This is an optimization exercise on Yosys and OpenROAD, whose aim is a short achievable clock period and few clock cycles, not a production implementation. In this exercise RTL edits were held to simulation tests only and were not proved equivalent to the original. Power figures rest on the tool's default switching activity, not on a simulated workload.

--- constraint.sdc ---
create_clock -name core_clock -period 10.0 [get_ports {clk}]
set_input_delay 2.0000 -clock core_clock [delete_from_list [all_inputs] [get_ports {clk}]]
set_output_delay 2.0000 -clock core_clock [all_outputs]
set_load 0.01 [all_outputs]
--- config.mk ---
export PLATFORM = sky130hd
export DESIGN_NAME = cpu_top
export DESIGN_NICKNAME = cpu_top
export VERILOG_FILES = /design/flow/design.v
export SDC_FILE = /design/flow/constraint.sdc
export NUM_CORES = 4
export LEC_CHECK = 0
export CAP_MARGIN = 20
export CORE_MARGIN = 2
export CORE_UTILIZATION = 40
export SLEW_MARGIN = 20
--- design.v ---
package cpu_pkg;
    localparam int xlen   = 32;
    localparam int addr_w = 16;
    typedef logic [xlen-1:0]   word_t;
    typedef logic [addr_w-1:0] addr_t;
    typedef logic [4:0]        reg_idx_t;
    localparam logic [6:0] op_reg    = 7'b0110011;
    localparam logic [6:0] op_imm    = 7'b0010011;
    localparam logic [6:0] op_load   = 7'b0000011;
    localparam logic [6:0] op_store  = 7'b0100011;
    localparam logic [6:0] op_branch = 7'b1100011;
    localparam logic [6:0] op_lui    = 7'b0110111;
    localparam logic [6:0] op_auipc  = 7'b0010111;
    localparam logic [6:0] op_jal    = 7'b1101111;
    localparam logic [6:0] op_jalr   = 7'b1100111;
    typedef struct packed {
        logic [6:0] funct7;
        reg_idx_t   rs2;
        reg_idx_t   rs1;
        logic [2:0] funct3;
        reg_idx_t   rd;
        logic [6:0] opcode;
    } r_fmt_t;
    typedef struct packed {
        logic [11:0] imm;
        reg_idx_t    rs1;
        logic [2:0]  funct3;
        reg_idx_t    rd;
        logic [6:0]  opcode;
    } i_fmt_t;
    typedef struct packed {
        logic [6:0] imm_hi;
        reg_idx_t   rs2;
        reg_idx_t   rs1;
        logic [2:0] funct3;
        logic [4:0] imm_lo;
        logic [6:0] opcode;
    } s_fmt_t;
    typedef struct packed {
        logic       imm12;
        logic [5:0] imm10_5;
        reg_idx_t   rs2;
        reg_idx_t   rs1;
        logic [2:0] funct3;
        logic [3:0] imm4_1;
        logic       imm11;
        logic [6:0] opcode;
    } b_fmt_t;
    typedef struct packed {
        logic [19:0] imm;
        reg_idx_t    rd;
        logic [6:0]  opcode;
    } u_fmt_t;
    typedef struct packed {
        logic       imm20;
        logic [9:0] imm10_1;
        logic       imm11;
        logic [7:0] imm19_12;
        reg_idx_t   rd;
        logic [6:0] opcode;
    } j_fmt_t;
    typedef union packed {
        r_fmt_t r;
        i_fmt_t i;
        s_fmt_t s;
        b_fmt_t b;
        u_fmt_t u;
        j_fmt_t j;
    } instr_u;
    typedef enum logic [3:0] {
        alu_add, alu_sub, alu_and, alu_or, alu_xor, alu_slt,
        alu_sltu, alu_sll, alu_srl, alu_sra, alu_pass_b
    } alu_op_e;
    typedef enum logic [1:0] {
        src_reg, src_imm, src_pc_imm, src_zero_imm
    } alu_src_e;
    typedef enum logic [2:0] {
        br_none, br_eq, br_ne, br_jal, br_jalr
    } branch_e;
    typedef enum logic [1:0] {mem_none, mem_read, mem_write} mem_op_e;
    typedef enum logic [1:0] {wb_none, wb_alu, wb_mem, wb_pc4} wb_sel_e;
    typedef struct packed {
        alu_op_e  alu_op;
        alu_src_e alu_src;
        branch_e  branch;
        mem_op_e  mem_op;
        wb_sel_e  wb_sel;
    } ctrl_t;
    localparam ctrl_t ctrl_nop = {alu_add, src_reg, br_none, mem_none, wb_none};
    typedef enum logic [4:0] {
        st_if  = 5'b00001,
        st_id  = 5'b00010,
        st_ex  = 5'b00100,
        st_mem = 5'b01000,
        st_wb  = 5'b10000
    } stage_t;
    typedef struct packed {
        addr_t addr;
        word_t wdata;
        logic  rd;
        logic  wr;
    } data_req_t;
endpackage
`timescale 1ns/1ns
import cpu_pkg::*;
module decoder (
    input  cpu_pkg::instr_u instr,
    output cpu_pkg::ctrl_t  ctrl,
    output cpu_pkg::word_t  imm
);
    cpu_pkg::alu_op_e reg_op;
    cpu_pkg::alu_op_e imm_op;
    logic    reg_alt;
    logic    imm_alt;
    assign reg_alt = instr.r.funct7[5];
    assign imm_alt = instr.r.funct3 == 3'b101 && instr.r.funct7[5];
    always_comb begin
        case (instr.r.funct3)
            3'b000:  reg_op = reg_alt ? alu_sub : alu_add;
            3'b001:  reg_op = alu_sll;
            3'b010:  reg_op = alu_slt;
            3'b011:  reg_op = alu_sltu;
            3'b100:  reg_op = alu_xor;
            3'b101:  reg_op = reg_alt ? alu_sra : alu_srl;
            3'b110:  reg_op = alu_or;
            default: reg_op = alu_and;
        endcase
        case (instr.r.funct3)
            3'b000:  imm_op = imm_alt ? alu_sub : alu_add;
            3'b001:  imm_op = alu_sll;
            3'b010:  imm_op = alu_slt;
            3'b011:  imm_op = alu_sltu;
            3'b100:  imm_op = alu_xor;
            3'b101:  imm_op = imm_alt ? alu_sra : alu_srl;
            3'b110:  imm_op = alu_or;
            default: imm_op = alu_and;
        endcase
    end
    always_comb begin
        ctrl = ctrl_nop;
        case (instr.r.opcode)
            op_reg: begin
                ctrl.alu_op = reg_op;
                ctrl.wb_sel = wb_alu;
            end
            op_imm: begin
                ctrl.alu_op  = imm_op;
                ctrl.alu_src = src_imm;
                ctrl.wb_sel  = wb_alu;
            end
            op_load: begin
                ctrl.alu_src = src_imm;
                ctrl.mem_op  = mem_read;
                ctrl.wb_sel  = wb_mem;
            end
            op_store: begin
                ctrl.alu_src = src_imm;
                ctrl.mem_op  = mem_write;
            end
            op_branch: begin
                ctrl.alu_op = alu_sub;
                case (instr.r.funct3)
                    3'b000:  ctrl.branch = br_eq;
                    3'b001:  ctrl.branch = br_ne;
                    default: ctrl.branch = br_none;
                endcase
            end
            op_lui: begin
                ctrl.alu_op  = alu_pass_b;
                ctrl.alu_src = src_zero_imm;
                ctrl.wb_sel  = wb_alu;
            end
            op_auipc: begin
                ctrl.alu_src = src_pc_imm;
                ctrl.wb_sel  = wb_alu;
            end
            op_jal: begin
                ctrl.alu_src = src_pc_imm;
                ctrl.branch  = br_jal;
                ctrl.wb_sel  = wb_pc4;
            end
            op_jalr: begin
                ctrl.alu_src = src_imm;
                ctrl.branch  = br_jalr;
                ctrl.wb_sel  = wb_pc4;
            end
            default: ctrl = ctrl_nop;
        endcase
    end
    always_comb begin
        case (instr.r.opcode)
            op_imm, op_load, op_jalr:
                imm = {{20{instr.i.imm[11]}}, instr.i.imm};
            op_store:
                imm = {{20{instr.s.imm_hi[6]}}, instr.s.imm_hi, instr.s.imm_lo};
            op_branch:
                imm = {{19{instr.b.imm12}}, instr.b.imm12, instr.b.imm11,
                       instr.b.imm10_5, instr.b.imm4_1, 1'b0};
            op_lui, op_auipc:
                imm = {instr.u.imm, 12'b0};
            op_jal:
                imm = {{11{instr.j.imm20}}, instr.j.imm20, instr.j.imm19_12,
                       instr.j.imm11, instr.j.imm10_1, 1'b0};
            default:
                imm = '0;
        endcase
    end
endmodule
`timescale 1ns/1ns
import cpu_pkg::*;
module reg_file (
    input  logic              clk,
    input  logic              rst,
    input  cpu_pkg::reg_idx_t rs1,
    input  cpu_pkg::reg_idx_t rs2,
    input  cpu_pkg::reg_idx_t rd,
    input  logic              we,
    input  cpu_pkg::word_t    wdata,
    output cpu_pkg::word_t    rs1_data,
    output cpu_pkg::word_t    rs2_data
);
    logic [xlen-1:0] regs [31:1];
    always_ff @(posedge clk) begin
        if (!rst) begin
            for (integer i = 1; i < 32; i = i + 1) begin
                regs[i] <= '0;
            end
        end else if (we && rd != '0) begin
            regs[rd] <= wdata;
        end
    end
    assign rs1_data = (rs1 == '0) ? '0 : regs[rs1];
    assign rs2_data = (rs2 == '0) ? '0 : regs[rs2];
endmodule
`timescale 1ns/1ns
import cpu_pkg::*;
module alu (
    input  cpu_pkg::word_t  a,
    input  cpu_pkg::word_t  b,
    input  cpu_pkg::alu_op_e op,
    output cpu_pkg::word_t  result,
    output logic            equal
);
    logic [4:0] shamt;
    assign shamt = b[4:0];
    always_comb begin
        case (op)
            alu_add:    result = a + b;
            alu_sub:    result = a - b;
            alu_and:    result = a & b;
            alu_or:     result = a | b;
            alu_xor:    result = a ^ b;
            alu_slt:    result = {31'b0, $signed(a) < $signed(b)};
            alu_sltu:   result = {31'b0, a < b};
            alu_sll:    result = a << shamt;
            alu_srl:    result = a >> shamt;
            alu_sra:    result = $signed(a) >>> shamt;
            alu_pass_b: result = b;
            default:    result = '0;
        endcase
    end
    assign equal = (a == b);
endmodule
`timescale 1ns/1ns
import cpu_pkg::*;
module cpu_top (
    input  logic               clk,
    input  logic               rst,
    input  logic               rdy,
    output logic               inst_fetch,
    output cpu_pkg::addr_t     inst_addr,
    input  cpu_pkg::word_t     instruction,
    output cpu_pkg::data_req_t data_req,
    input  cpu_pkg::word_t     read_data
);
    cpu_pkg::stage_t stage;
    logic     step;
    cpu_pkg::word_t pc;
    cpu_pkg::instr_u instr_word;
    cpu_pkg::ctrl_t dec_ctrl;
    cpu_pkg::word_t dec_imm;
    cpu_pkg::word_t rs1_data;
    cpu_pkg::word_t rs2_data;
    cpu_pkg::ctrl_t id_ex_ctrl;
    cpu_pkg::word_t id_ex_rs1;
    cpu_pkg::word_t id_ex_rs2;
    cpu_pkg::word_t id_ex_imm;
    cpu_pkg::word_t id_ex_pc;
    cpu_pkg::reg_idx_t id_ex_rd;
    cpu_pkg::word_t ex_mem_result;
    logic     ex_mem_equal;
    cpu_pkg::word_t ex_mem_rs2;
    cpu_pkg::word_t alu_a;
    cpu_pkg::word_t alu_b;
    cpu_pkg::word_t alu_result;
    logic     alu_equal;
    logic     taken;
    cpu_pkg::word_t target;
    logic     wb_we;
    cpu_pkg::word_t wb_data;
    assign step = rdy && rst;
    always_ff @(posedge clk) begin
        if (!rst) begin
            stage <= st_if;
        end else if (step) begin
            case (stage)
                st_if:   stage <= st_id;
                st_id:   stage <= st_ex;
                st_ex:   stage <= st_mem;
                st_mem:  stage <= st_wb;
                default: stage <= st_if;
            endcase
        end
    end
    always_ff @(posedge clk) begin
        if (!rst) begin
            pc <= '0;
        end else if (step && stage == st_mem) begin
            pc <= taken ? target : pc + 32'd4;
        end
    end
    assign inst_fetch = step && stage == st_if;
    assign inst_addr  = pc[addr_w-1:0];
    assign instr_word = instruction;
    decoder u_decoder (
        .instr (instr_word),
        .ctrl  (dec_ctrl),
        .imm   (dec_imm)
    );
    reg_file u_reg_file (
        .clk      (clk),
        .rst      (rst),
        .rs1      (instr_word.r.rs1),
        .rs2      (instr_word.r.rs2),
        .rd       (id_ex_rd),
        .we       (wb_we),
        .wdata    (wb_data),
        .rs1_data (rs1_data),
        .rs2_data (rs2_data)
    );
    always_ff @(posedge clk) begin
        if (!rst) begin
            id_ex_ctrl <= ctrl_nop;
        end else if (step && stage == st_id) begin
            id_ex_ctrl <= dec_ctrl;
        end
    end
    always_ff @(posedge clk) begin
        if (step && stage == st_id) begin
            id_ex_rs1 <= rs1_data;
            id_ex_rs2 <= rs2_data;
            id_ex_imm <= dec_imm;
            id_ex_pc  <= pc;
            id_ex_rd  <= instr_word.r.rd;
        end
    end
    always_comb begin
        case (id_ex_ctrl.alu_src)
            src_pc_imm:   alu_a = id_ex_pc;
            src_zero_imm: alu_a = '0;
            default:      alu_a = id_ex_rs1;
        endcase
        alu_b = (id_ex_ctrl.alu_src == src_reg) ? id_ex_rs2 : id_ex_imm;
    end
    alu u_alu (
        .a      (alu_a),
        .b      (alu_b),
        .op     (id_ex_ctrl.alu_op),
        .result (alu_result),
        .equal  (alu_equal)
    );
    always_ff @(posedge clk) begin
        if (step && stage == st_ex) begin
            ex_mem_result <= alu_result;
            ex_mem_equal  <= alu_equal;
            ex_mem_rs2    <= id_ex_rs2;
        end
    end
    always_comb begin
        case (id_ex_ctrl.branch)
            br_eq:            taken = ex_mem_equal;
            br_ne:            taken = !ex_mem_equal;
            br_jal, br_jalr:  taken = 1'b1;
            default:          taken = 1'b0;
        endcase
    end
    assign target = (id_ex_ctrl.branch == br_jalr) ? {ex_mem_result[xlen-1:1], 1'b0}
                                                   : id_ex_pc + id_ex_imm;
    always_comb begin
        data_req.addr  = ex_mem_result[addr_w-1:0];
        data_req.wdata = ex_mem_rs2;
        data_req.rd    = step && stage == st_mem && id_ex_ctrl.mem_op == mem_read;
        data_req.wr    = step && stage == st_mem && id_ex_ctrl.mem_op == mem_write;
    end
    always_comb begin
        case (id_ex_ctrl.wb_sel)
            wb_mem:  wb_data = read_data;
            wb_pc4:  wb_data = id_ex_pc + 32'd4;
            default: wb_data = ex_mem_result;
        endcase
    end
    assign wb_we = step && stage == st_wb && id_ex_ctrl.wb_sel != wb_none;
endmodule
--- run.sh ---
#!/bin/bash
# synth_recipe.tcl (not shown) runs the flow's synth.tcl, then flattens the netlist and writes it again
# the make line also repeats each setting of config.mk as NAME=value (left out here)
make -C /OpenROAD-flow-scripts/flow DESIGN_CONFIG=/design/flow/config.mk WORK_HOME=/design/flow/orfs CLKGATE_MAP_FILE= SYNTH_SCRIPT=/design/flow/synth_recipe.tcl finish
==> run summary <==
status no timing/DRC/antenna violations; Hold Path Class reg2reg; Hold Fails Final Rpt 0; width of the die 433 µm; Max Clk Rate 159 MHz; clock latency (worst-skew pair) 0.81 ns; DRC errors left 0; Synth area leader edfxtp_1; final antenna-violating net count 0; Post-CTS Resized 0; ANT cells 0; Root Driver clkbuf_16; crit-path leading delay family buffers and inverters; initial DRC count 7221; DIE AREA 0.187 mm²; most frequent CP cell buf_4; Final Util 44.7%; antenna violations before repair 9; WP data required 8.00 ns; GR met3 Demand/Resource 5.75%; cells along the critical path buf_4 -> nand2_1 -> nor3_1 -> nand2_2 -> buf_4 -> nor3b_1 -> clkdlybuf4s50_1; CTS tree yes; largest net degree at the start of global routing 142; CTS Buf Count 145; worst clock skew 0.0518 ns; Slew HR 21.1%; Seq/Total Area, Yosys 51.3%; Area Growth Syn to Fin 11.4%; met1 Usage GRT 37.2%; leak pwr 30.0 nW; clock slew at reported path FFs 0.06 ns; fin area 0.0818 mm²; critical path buffer and inverter count 3; total core area 0.183 mm²; # port buffers 133; post-synthesis cell type count 94; CP max stage delay 0.58 ns; I/O Pins 134; critical path peak fanout 52; vias in the first global route 51452; H-tree levels 4; met2 Usage GRT 46.9%; vias 52792; Max VDD drop 0.180 mV; worst slew pin tran 1.18 ns; Post-Place Worst Slack 3.57 ns; number of flops mapped to enable cells by yosys 1222; Non-Filler Instances 8245; Final Slew Violations 0; # clock sinks 1272; period utilisation layout 63.1%; Initial DRT Pass Iterations 7; gr ovfl total 0; Initial Utilization 40.2%; pwr dens 154 mW/mm²; Synth Warn # 4; largest cells by area after synthesis edfxtp_1, mux4_2, nor2_1, mux2i_1, ha_1; Gate Count Post-Synth 5780; wire per inst 33.1 µm; row count 157; layer with the highest usage met2; post-route setup slack 3.69 ns; Yosys reg bits 1272; dpl hpwl 187 mm; Setup CP Type in2out; most common cell in the netlist nor2_1; Final Setup Violations 0; gpl congestion 1.02; Worst setup SP type input port; clk buf depth 3; Hold Slack 0.485 ns; DP Cell Count 7979; cts hold-fix bufs 0; Worst Path Arrival 4.31 ns; total power 12.6 mW; Post-Syn Area 0.0735 mm²; Tot GR Track Use 28.8%; Layout Nets 5865; asr flop ratio synth 0%; first-pass GRT wire length 384 mm; Sum Neg Setup Slack 0 ns; WL final 273 mm; Commonest cells post-synth nor2_1, edfxtp_1, mux4_2; Synth Flop Type edfxtp_1; DIE HEIGHT 433 µm; vias per cell 6.40; CP endpoint kind output port; Tmin final 6.31 ns; postcts setup bufs 0; MaxCap Viol Count 0; RSZ-0062 raised after global routing no; share of cells above drive strength 1 20.3%; Crit-path slowest cell clkdlybuf4s50_1; placed cell area 0.0771 mm²; top cell type's share of synthesized area 49.9%; Syn Area/Cell 12.7 µm²
-- cell usage in the layout, fill, tap and decap left out, drive strengths merged, types with 44 or more instances in the layout --
cell / n
nand2: 299
nor2: 1271
mux2i: 208
clkbuf: 183
inv: 149
a21o: 55
xnor2: 55
ha: 130
clkdlybuf4s50: 122
dfxtp: 50
buf: 136
edfxtp: 1222
nand3: 86
clkinv: 63
xor2: 44
o21ai: 160
mux4: 652
a21oi: 196
-- routing by layer --
layer,share of wire (%),wire length [µm],up-vias
met5,0.021,58,-
met4,5.4,14700,10
met3,10,27200,577
met2,48,131000,3167
met1,37,99600,27287
li1,-,-,21751
-- cell families (layout without fill, tap and decap cells) --
logic type,Yosys count,after routing,share of synthesized area (%)
XOR/XNOR,99,99,1.18
adder cells (fa/ha/maj),133,133,2.29
AND/OR/NAND/NOR,1874,1874,10.5
multiplexers,901,901,23.4
AO/OA/AOI/OAI,805,805,7.38
other,1,32,0.00510
flip-flops,1272,1272,51.3
buffers and inverters,695,665,3.89
-- final timing paths --
kind / from / to / slack, ns / depth (start not counted)
worst max register to register: id_ex_ctrl[7] / ex_mem_result[22] / 4.35 / 14
worst min register to register: stage[4] / stage[4] / 0.49 / 2
worst min-delay path: stage[4] / stage[4] / 0.49 / 2
worst max-delay path: rst / data_req[1] / 3.69 / 7
-- worst reg2reg max path: cells and delay by family, from the launching register on --
kind,cells,cell delay (ns)
buffers and inverters,1,0.62
adders and majority gates,2,0.59
AOI/OAI and AO/OA,8,2.74
DFF,1,0.37
and+or+nand+nor,2,0.92
xor gates and xnor gates,1,0.12
-- registers in the layout, summed over array words and instances, names as in the netlist --
signal,cells
id_ex_rd,5
id_ex_rs2,32
id_ex_imm,32
ex_mem_result,32
ex_mem_equal,1
id_ex_pc,32
pc,32
stage,5
u_reg_file.regs,1024
id_ex_rs1,32
id_ex_ctrl,13
ex_mem_rs2,32
-- cell type report --
cell class                      instances  area, µm²
Fill cell                           16514     101000
Sequential cell                      1272      37700
Multi-Input combinational cell       3844      33400
Clock buffer                          183       3830
Tap cell                             2464       3080
Timing Repair Buffer                  258       2380
Clock inverter                         80        861
Inverter                              144        551
-- power by group --
group,switching (mW),internal (mW),leakage (nW),total [mW]
Combinational,0.678,0.478,14.9,1.16
Clock,2.37,2.99,2.28,5.36
Sequential,0.0813,5.98,12.8,6.06
Total,3.13,9.45,30.0,12.6
Testbench counts, summed over its fixed seeds: cycles 267,051.

[separate check: timing with driven ports]
Ports are ideal in the flow. The routed layout listed here was re-timed in OpenROAD. Step 1: set_driving_cell puts a clkbuf_16 on clk and a buf_2 on each other input, an assumption about the parent block. Step 2, shift: input delay + t, output delay - t, t = (earliest + latest rising clock arrival at the registers) / 2. This alone moves slack from input paths to output paths. Three values: no drivers, after step 1, after step 2; two values: the first two.
t (ns): 0.873
slack for setup (ns): 3.693 / 3.670 / 3.468
latest minus earliest clock arrival (ns): 0.052 / 0.052
After both steps setup and hold are still met in this run. The setup slack of this run moves by -0.023 ns with the drivers and by -0.225 ns with both steps.
